Source: an optimization exercise on an open RTL-to-GDS flow (aim: small area, a short achievable clock period and few clock cycles per item). Production flows keep margins and buffers that such runs may drop.
In this exercise RTL edits were held to simulation tests only and were not proved equivalent to the original.

==> flow/design.v <==
`timescale 1ns/1ns
package axil_pkg;
  typedef logic [31:0] addr_t;
  typedef logic [31:0] data_t;
  typedef logic [3:0] strb_t;
  typedef logic [1:0] resp_t;
endpackage
`timescale 1ns/1ns
package regfile_pkg;
  typedef logic [$clog2(128)-1:0] word_idx_t;
endpackage
`timescale 1ns/1ns
module axil_ctrl (
  input  logic            s_axi_aclk,
  input  logic            s_axi_aresetn,
  input  logic            awvalid,
  output logic            awready,
  input  axil_pkg::addr_t awaddr,
  input  logic            wvalid,
  output logic            wready,
  input  axil_pkg::data_t wdata,
  input  axil_pkg::strb_t wstrb,
  output logic            bvalid,
  input  logic            bready,
  output axil_pkg::resp_t bresp,
  input  logic            arvalid,
  output logic            arready,
  input  axil_pkg::addr_t araddr,
  output logic            rvalid,
  input  logic            rready,
  output axil_pkg::data_t rdata,
  output axil_pkg::resp_t rresp,
  output logic [15:0]                   mem_wr_hi_n,
  output logic [31:0]                   mem_wr_kb_n,
  output axil_pkg::data_t               mem_wr_data,
  output logic [15:0]                   mem_rd_hi,
  output logic [7:0]                    mem_rd_lo,
  input  axil_pkg::data_t               mem_rd_data
);
  localparam int BQ = 4;
  logic            aw_v, w_v;
  logic [15:0]     aw_hi_n;
  logic [7:0]      aw_lo;
  logic            aw_ok;
  axil_pkg::data_t w_data;
  axil_pkg::strb_t w_strb;
  logic [31:0]     kb_n;
  logic aw_hs, w_hs, fire, b_pop, push;
  logic aw_free, w_free;
  logic aw_v_n, w_v_n;
  logic aw_ok_in, aw_ok_n;
  logic [7:0] aw_lo_n;
  logic [3:0] w_strb_n;
  logic [BQ-1:0] cred, cred_n;
  logic [BQ-1:0] occ, occ_n;
  logic [BQ-1:0] bq, bq_n;            
  assign aw_hs    = awvalid && awready;
  assign w_hs     = wvalid && wready;
  assign fire     = aw_v && w_v;
  assign aw_free  = !aw_v || fire;
  assign w_free   = !w_v || fire;
  assign b_pop    = bvalid && bready;
  assign aw_ok_in = (awaddr < 128);
  assign aw_v_n   = aw_hs || (aw_v && !fire);
  assign w_v_n    = w_hs  || (w_v && !fire);
  assign aw_ok_n  = aw_free ? aw_ok_in : aw_ok;
  assign aw_lo_n  = aw_free ? (8'b1 << awaddr[2:0]) : aw_lo;
  assign w_strb_n = w_free ? wstrb : w_strb;
  assign push     = aw_v_n && w_v_n;
  always_comb begin
    if (aw_hs && !b_pop)      cred_n = {cred[BQ-2:0], 1'b1};
    else if (!aw_hs && b_pop) cred_n = {1'b0, cred[BQ-1:1]};
    else                      cred_n = cred;
    if (push && !b_pop)      occ_n = {occ[BQ-2:0], 1'b1};
    else if (!push && b_pop) occ_n = {1'b0, occ[BQ-1:1]};
    else                     occ_n = occ;
    bq_n = b_pop ? {1'b0, bq[BQ-1:1]} : bq;
    for (int i = 0; i < BQ; i++) begin
      if (push && (occ_n[i] && (i == BQ-1 || !occ_n[i+1]))) bq_n[i] = !aw_ok_n;
    end
  end
  always_ff @(posedge s_axi_aclk) begin
    aw_lo  <= aw_lo_n;
    aw_ok  <= aw_ok_n;
    w_strb <= w_strb_n;
  end
  always_ff @(posedge s_axi_aclk) begin
    if (!s_axi_aresetn) begin
      aw_hi_n <= '0;
      kb_n    <= '0;
      w_data <= '0;
    end else begin
      if (aw_free) aw_hi_n <= aw_ok_in ? ~(16'b1 << awaddr[6:3]) : 16'hffff;
      if (w_free) w_data <= wdata;
      for (int k = 0; k < 8; k++) begin
        for (int b = 0; b < 4; b++) begin
          kb_n[4*k+b] <= !(push && aw_lo_n[k] && w_strb_n[b]);
        end
      end
    end
  end
  always_ff @(posedge s_axi_aclk) begin
    if (!s_axi_aresetn) begin
      aw_v    <= 1'b0;
      w_v     <= 1'b0;
      awready <= 1'b1;
      wready  <= 1'b1;
      cred    <= '0;
      occ     <= '0;
      bq      <= '0;
    end else begin
      aw_v    <= aw_v_n;
      w_v     <= w_v_n;
      awready <= (!aw_v_n || w_v_n) && !cred_n[BQ-1];
      wready  <= !w_v_n || aw_v_n;
      cred    <= cred_n;
      occ     <= occ_n;
      bq      <= bq_n;
    end
  end
  assign bvalid = occ[0];
  assign bresp  = {2{bq[0]}};
  assign mem_wr_hi_n = aw_hi_n;
  assign mem_wr_kb_n = kb_n;
  assign mem_wr_data = w_data;
  logic                        m_v, s_v;
  logic [15:0]                 m_hi;
  logic [7:0]                  m_lo;
  logic                        m_ok, s_ok, in_ok, nx_ok;
  regfile_pkg::word_idx_t      s_idx, in_idx, nx_idx;
  logic ar_hs, move, out_free;
  logic m_v_n, s_v_n;
  assign ar_hs    = arvalid && arready;
  assign in_ok    = (araddr < 128);
  assign in_idx   = regfile_pkg::word_idx_t'(araddr);
  assign out_free = !rvalid || rready;
  assign move     = m_v && out_free;
  assign nx_idx   = s_v ? s_idx : in_idx;
  assign nx_ok    = s_v ? s_ok : in_ok;
  always_comb begin
    if (!m_v || move) begin
      m_v_n = s_v || ar_hs;
      s_v_n = s_v && ar_hs;
    end else begin
      m_v_n = 1'b1;
      s_v_n = s_v || ar_hs;
    end
  end
  always_ff @(posedge s_axi_aclk) begin
    if (!s_v) begin
      s_idx <= in_idx;
      s_ok  <= in_ok;
    end
  end
  always_ff @(posedge s_axi_aclk) begin
    if (!s_axi_aresetn) begin
      m_hi  <= '0;
      m_lo  <= '0;
      m_ok  <= 1'b0;
      rdata <= '0;
      rresp <= 2'b00;
    end else begin
      if (!m_v || move) begin
        m_hi  <= nx_ok ? (16'b1 << nx_idx[6:3]) : 16'b0;
        m_lo  <= 8'b1 << nx_idx[2:0];
        m_ok  <= nx_ok;
      end
      if (move) begin
        rdata <= mem_rd_data;
        rresp <= m_ok ? 2'b00 : 2'b11;
      end
    end
  end
  always_ff @(posedge s_axi_aclk) begin
    if (!s_axi_aresetn) begin
      m_v     <= 1'b0;
      s_v     <= 1'b0;
      arready <= 1'b1;
      rvalid  <= 1'b0;
    end else begin
      m_v     <= m_v_n;
      s_v     <= s_v_n;
      arready <= !(m_v_n && s_v_n);
      if (out_free) rvalid <= m_v;
    end
  end
  assign mem_rd_hi = m_hi;
  assign mem_rd_lo = m_lo;
endmodule
`timescale 1ns/1ns
module axil_word_mem (
  input  logic    s_axi_aclk,
  input  logic    s_axi_aresetn,
  input  logic [15:0]                port_wr_hi_n,
  input  logic [31:0]                port_wr_kb_n,
  input  axil_pkg::data_t            port_wr_data,
  input  logic [15:0]                port_rd_hi,
  input  logic [7:0]                 port_rd_lo,
  output axil_pkg::data_t            port_rd_data
);
  axil_pkg::data_t words [128];
  always_ff @(posedge s_axi_aclk) begin
    for (int g = 0; g < 16; g++) begin
      for (int k = 0; k < 8; k++) begin
        for (int b = 0; b < 4; b++) begin
          if (!(port_wr_hi_n[g] || port_wr_kb_n[4*k+b])) begin
            words[8*g+k][8*b +: 8] <= port_wr_data[8*b +: 8];
          end
        end
      end
    end
  end
  axil_pkg::data_t grp [16];
  always_comb begin
    for (int g = 0; g < 16; g++) begin
      grp[g] = '0;
      for (int k = 0; k < 8; k++) begin
        grp[g] = grp[g] | (words[8*g+k] & {32{port_rd_lo[k]}});
      end
    end
    port_rd_data = '0;
    for (int g = 0; g < 16; g++) begin
      port_rd_data = port_rd_data | (grp[g] & {32{port_rd_hi[g]}});
    end
  end
endmodule
`timescale 1ns/1ns
module axil_slave_top (
  input  logic            s_axi_aclk,
  input  logic            s_axi_aresetn,
  input  logic            s_axi_awvalid,
  output logic            s_axi_awready,
  input  axil_pkg::addr_t s_axi_awaddr,
  input  logic            s_axi_wvalid,
  output logic            s_axi_wready,
  input  axil_pkg::data_t s_axi_wdata,
  input  axil_pkg::strb_t s_axi_wstrb,
  output logic            s_axi_bvalid,
  input  logic            s_axi_bready,
  output axil_pkg::resp_t s_axi_bresp,
  input  logic            s_axi_arvalid,
  output logic            s_axi_arready,
  input  axil_pkg::addr_t s_axi_araddr,
  output logic            s_axi_rvalid,
  input  logic            s_axi_rready,
  output axil_pkg::data_t s_axi_rdata,
  output axil_pkg::resp_t s_axi_rresp
);
  logic [15:0]            mem_wr_hi_n;
  logic [31:0]            mem_wr_kb_n;
  axil_pkg::data_t        mem_wr_data;
  logic [15:0]            mem_rd_hi;
  logic [7:0]             mem_rd_lo;
  axil_pkg::data_t        mem_rd_data;
  axil_ctrl ctrl0 (
    .s_axi_aclk    (s_axi_aclk),
    .s_axi_aresetn (s_axi_aresetn),
    .awvalid       (s_axi_awvalid),
    .awready       (s_axi_awready),
    .awaddr        (s_axi_awaddr),
    .wvalid        (s_axi_wvalid),
    .wready        (s_axi_wready),
    .wdata         (s_axi_wdata),
    .wstrb         (s_axi_wstrb),
    .bvalid        (s_axi_bvalid),
    .bready        (s_axi_bready),
    .bresp         (s_axi_bresp),
    .arvalid       (s_axi_arvalid),
    .arready       (s_axi_arready),
    .araddr        (s_axi_araddr),
    .rvalid        (s_axi_rvalid),
    .rready        (s_axi_rready),
    .rdata         (s_axi_rdata),
    .rresp         (s_axi_rresp),
    .mem_wr_hi_n   (mem_wr_hi_n),
    .mem_wr_kb_n   (mem_wr_kb_n),
    .mem_wr_data   (mem_wr_data),
    .mem_rd_hi     (mem_rd_hi),
    .mem_rd_lo     (mem_rd_lo),
    .mem_rd_data   (mem_rd_data)
  );
  axil_word_mem mem0 (
    .s_axi_aclk    (s_axi_aclk),
    .s_axi_aresetn (s_axi_aresetn),
    .port_wr_hi_n  (mem_wr_hi_n),
    .port_wr_kb_n  (mem_wr_kb_n),
    .port_wr_data  (mem_wr_data),
    .port_rd_hi    (mem_rd_hi),
    .port_rd_lo    (mem_rd_lo),
    .port_rd_data  (mem_rd_data)
  );
endmodule
Settings: LEC_CHECK=0, CAP_MARGIN=20, CORE_MARGIN=2, CORE_UTILIZATION=35, CTS_CLUSTER_DIAMETER=70, CTS_CLUSTER_SIZE=24, PLACE_DENSITY=0.55, SETUP_SLACK_MARGIN=2.7, SLEW_MARGIN=20; clock period 5.5 ns.
run.sh (not shown) runs the stock make flow with config.mk's settings and CLKGATE_MAP_FILE= SYNTH_SCRIPT=/design/flow/synth_recipe.tcl, a recipe that flattens the netlist after the stock synthesis.
The first run ran to the end with no violations.
Testbench counts at the start, summed over its fixed seeds: cycles 16,150, transactions 16,000.
Change:
--- a/flow/design.v
+++ b/flow/design.v
@@ -31,11 +31,11 @@
   output axil_pkg::data_t rdata,
   output axil_pkg::resp_t rresp,
   output logic [15:0]                   mem_wr_hi_n,
   output logic [31:0]                   mem_wr_kb_n,
   output axil_pkg::data_t               mem_wr_data,
-  output logic [15:0]                   mem_rd_hi,
+  output logic [3:0]                    mem_rd_grp,
   output logic [7:0]                    mem_rd_lo,
   input  axil_pkg::data_t               mem_rd_data
 );
   localparam int BQ = 4;
   logic            aw_v, w_v;
@@ -122,11 +122,11 @@
   assign bresp  = {2{bq[0]}};
   assign mem_wr_hi_n = aw_hi_n;
   assign mem_wr_kb_n = kb_n;
   assign mem_wr_data = w_data;
   logic                        m_v, s_v;
-  logic [15:0]                 m_hi;
+  logic [3:0]                  m_grp;
   logic [7:0]                  m_lo;
   logic                        m_ok, s_ok, in_ok, nx_ok;
   regfile_pkg::word_idx_t      s_idx, in_idx, nx_idx;
   logic ar_hs, move, out_free;
   logic m_v_n, s_v_n;
@@ -152,19 +152,19 @@
       s_ok  <= in_ok;
     end
   end
   always_ff @(posedge s_axi_aclk) begin
     if (!s_axi_aresetn) begin
-      m_hi  <= '0;
+      m_grp <= '0;
       m_lo  <= '0;
       m_ok  <= 1'b0;
       rdata <= '0;
       rresp <= 2'b00;
     end else begin
       if (!m_v || move) begin
-        m_hi  <= nx_ok ? (16'b1 << nx_idx[6:3]) : 16'b0;
-        m_lo  <= 8'b1 << nx_idx[2:0];
+        m_grp <= nx_idx[6:3];
+        m_lo  <= nx_ok ? (8'b1 << nx_idx[2:0]) : 8'b0;
         m_ok  <= nx_ok;
       end
       if (move) begin
         rdata <= mem_rd_data;
         rresp <= m_ok ? 2'b00 : 2'b11;
@@ -182,21 +182,21 @@
       s_v     <= s_v_n;
       arready <= !(m_v_n && s_v_n);
       if (out_free) rvalid <= m_v;
     end
   end
-  assign mem_rd_hi = m_hi;
+  assign mem_rd_grp = m_grp;
   assign mem_rd_lo = m_lo;
 endmodule
 `timescale 1ns/1ns
 module axil_word_mem (
   input  logic    s_axi_aclk,
   input  logic    s_axi_aresetn,
   input  logic [15:0]                port_wr_hi_n,
   input  logic [31:0]                port_wr_kb_n,
   input  axil_pkg::data_t            port_wr_data,
-  input  logic [15:0]                port_rd_hi,
+  input  logic [3:0]                 port_rd_grp,
   input  logic [7:0]                 port_rd_lo,
   output axil_pkg::data_t            port_rd_data
 );
   axil_pkg::data_t words [128];
   always_ff @(posedge s_axi_aclk) begin
@@ -216,14 +216,11 @@
       grp[g] = '0;
       for (int k = 0; k < 8; k++) begin
         grp[g] = grp[g] | (words[8*g+k] & {32{port_rd_lo[k]}});
       end
     end
-    port_rd_data = '0;
-    for (int g = 0; g < 16; g++) begin
-      port_rd_data = port_rd_data | (grp[g] & {32{port_rd_hi[g]}});
-    end
+    port_rd_data = grp[port_rd_grp];
   end
 endmodule
 `timescale 1ns/1ns
 module axil_slave_top (
   input  logic            s_axi_aclk,
@@ -247,11 +244,11 @@
   output axil_pkg::resp_t s_axi_rresp
 );
   logic [15:0]            mem_wr_hi_n;
   logic [31:0]            mem_wr_kb_n;
   axil_pkg::data_t        mem_wr_data;
-  logic [15:0]            mem_rd_hi;
+  logic [3:0]             mem_rd_grp;
   logic [7:0]             mem_rd_lo;
   axil_pkg::data_t        mem_rd_data;
   axil_ctrl ctrl0 (
     .s_axi_aclk    (s_axi_aclk),
     .s_axi_aresetn (s_axi_aresetn),
@@ -273,20 +270,20 @@
     .rdata         (s_axi_rdata),
     .rresp         (s_axi_rresp),
     .mem_wr_hi_n   (mem_wr_hi_n),
     .mem_wr_kb_n   (mem_wr_kb_n),
     .mem_wr_data   (mem_wr_data),
-    .mem_rd_hi     (mem_rd_hi),
+    .mem_rd_grp    (mem_rd_grp),
     .mem_rd_lo     (mem_rd_lo),
     .mem_rd_data   (mem_rd_data)
   );
   axil_word_mem mem0 (
     .s_axi_aclk    (s_axi_aclk),
     .s_axi_aresetn (s_axi_aresetn),
     .port_wr_hi_n  (mem_wr_hi_n),
     .port_wr_kb_n  (mem_wr_kb_n),
     .port_wr_data  (mem_wr_data),
-    .port_rd_hi    (mem_rd_hi),
+    .port_rd_grp   (mem_rd_grp),
     .port_rd_lo    (mem_rd_lo),
     .port_rd_data  (mem_rd_data)
   );
 endmodule
=>
- routed wire length decreases by a few percent
- global-route usage shrinks by 0.21 points
- synthesized area is lower slightly
- clock skew falls by 0.036 ns
- fmax decreases slightly
- utilization grows by 0.57 points
- non-clock buffer count went up by 99
Testbench counts after the change, summed over its fixed seeds: cycles 16,150, transactions 16,000.

## separate check: timing with driven ports
The flow's constraints put no driver on any port. The routed layouts listed below were extracted and timed again, unchanged, in two steps.
Step 1 (the two cells are an assumption about what drives the block):
set clk [get_ports {s_axi_aclk}]
set_driving_cell -lib_cell sky130_fd_sc_hd__clkbuf_16 $clk
set_driving_cell -lib_cell sky130_fd_sc_hd__buf_2 [delete_from_list [all_inputs] $clk]
Step 2 times the ports against the registers' clock, not the clock port: input delays grow and output delays shrink by t, the midpoint of the rising clock arrivals with the driver on.
Three values: ideal, step 1, step 2; two values: the first two.
run	t, ns	slack for setup (ns)	worst data-port slew with drivers (ns)
the first run	1.036	2.610 / 2.557 / 1.897	0.14
the second run	1.038	2.585 / 2.585 / 1.859	0.23
After both steps every run listed still meets setup and hold. The setup slack of the second run, which loses most, moves by 0.000 ns with the drivers and by -0.726 ns with both steps.
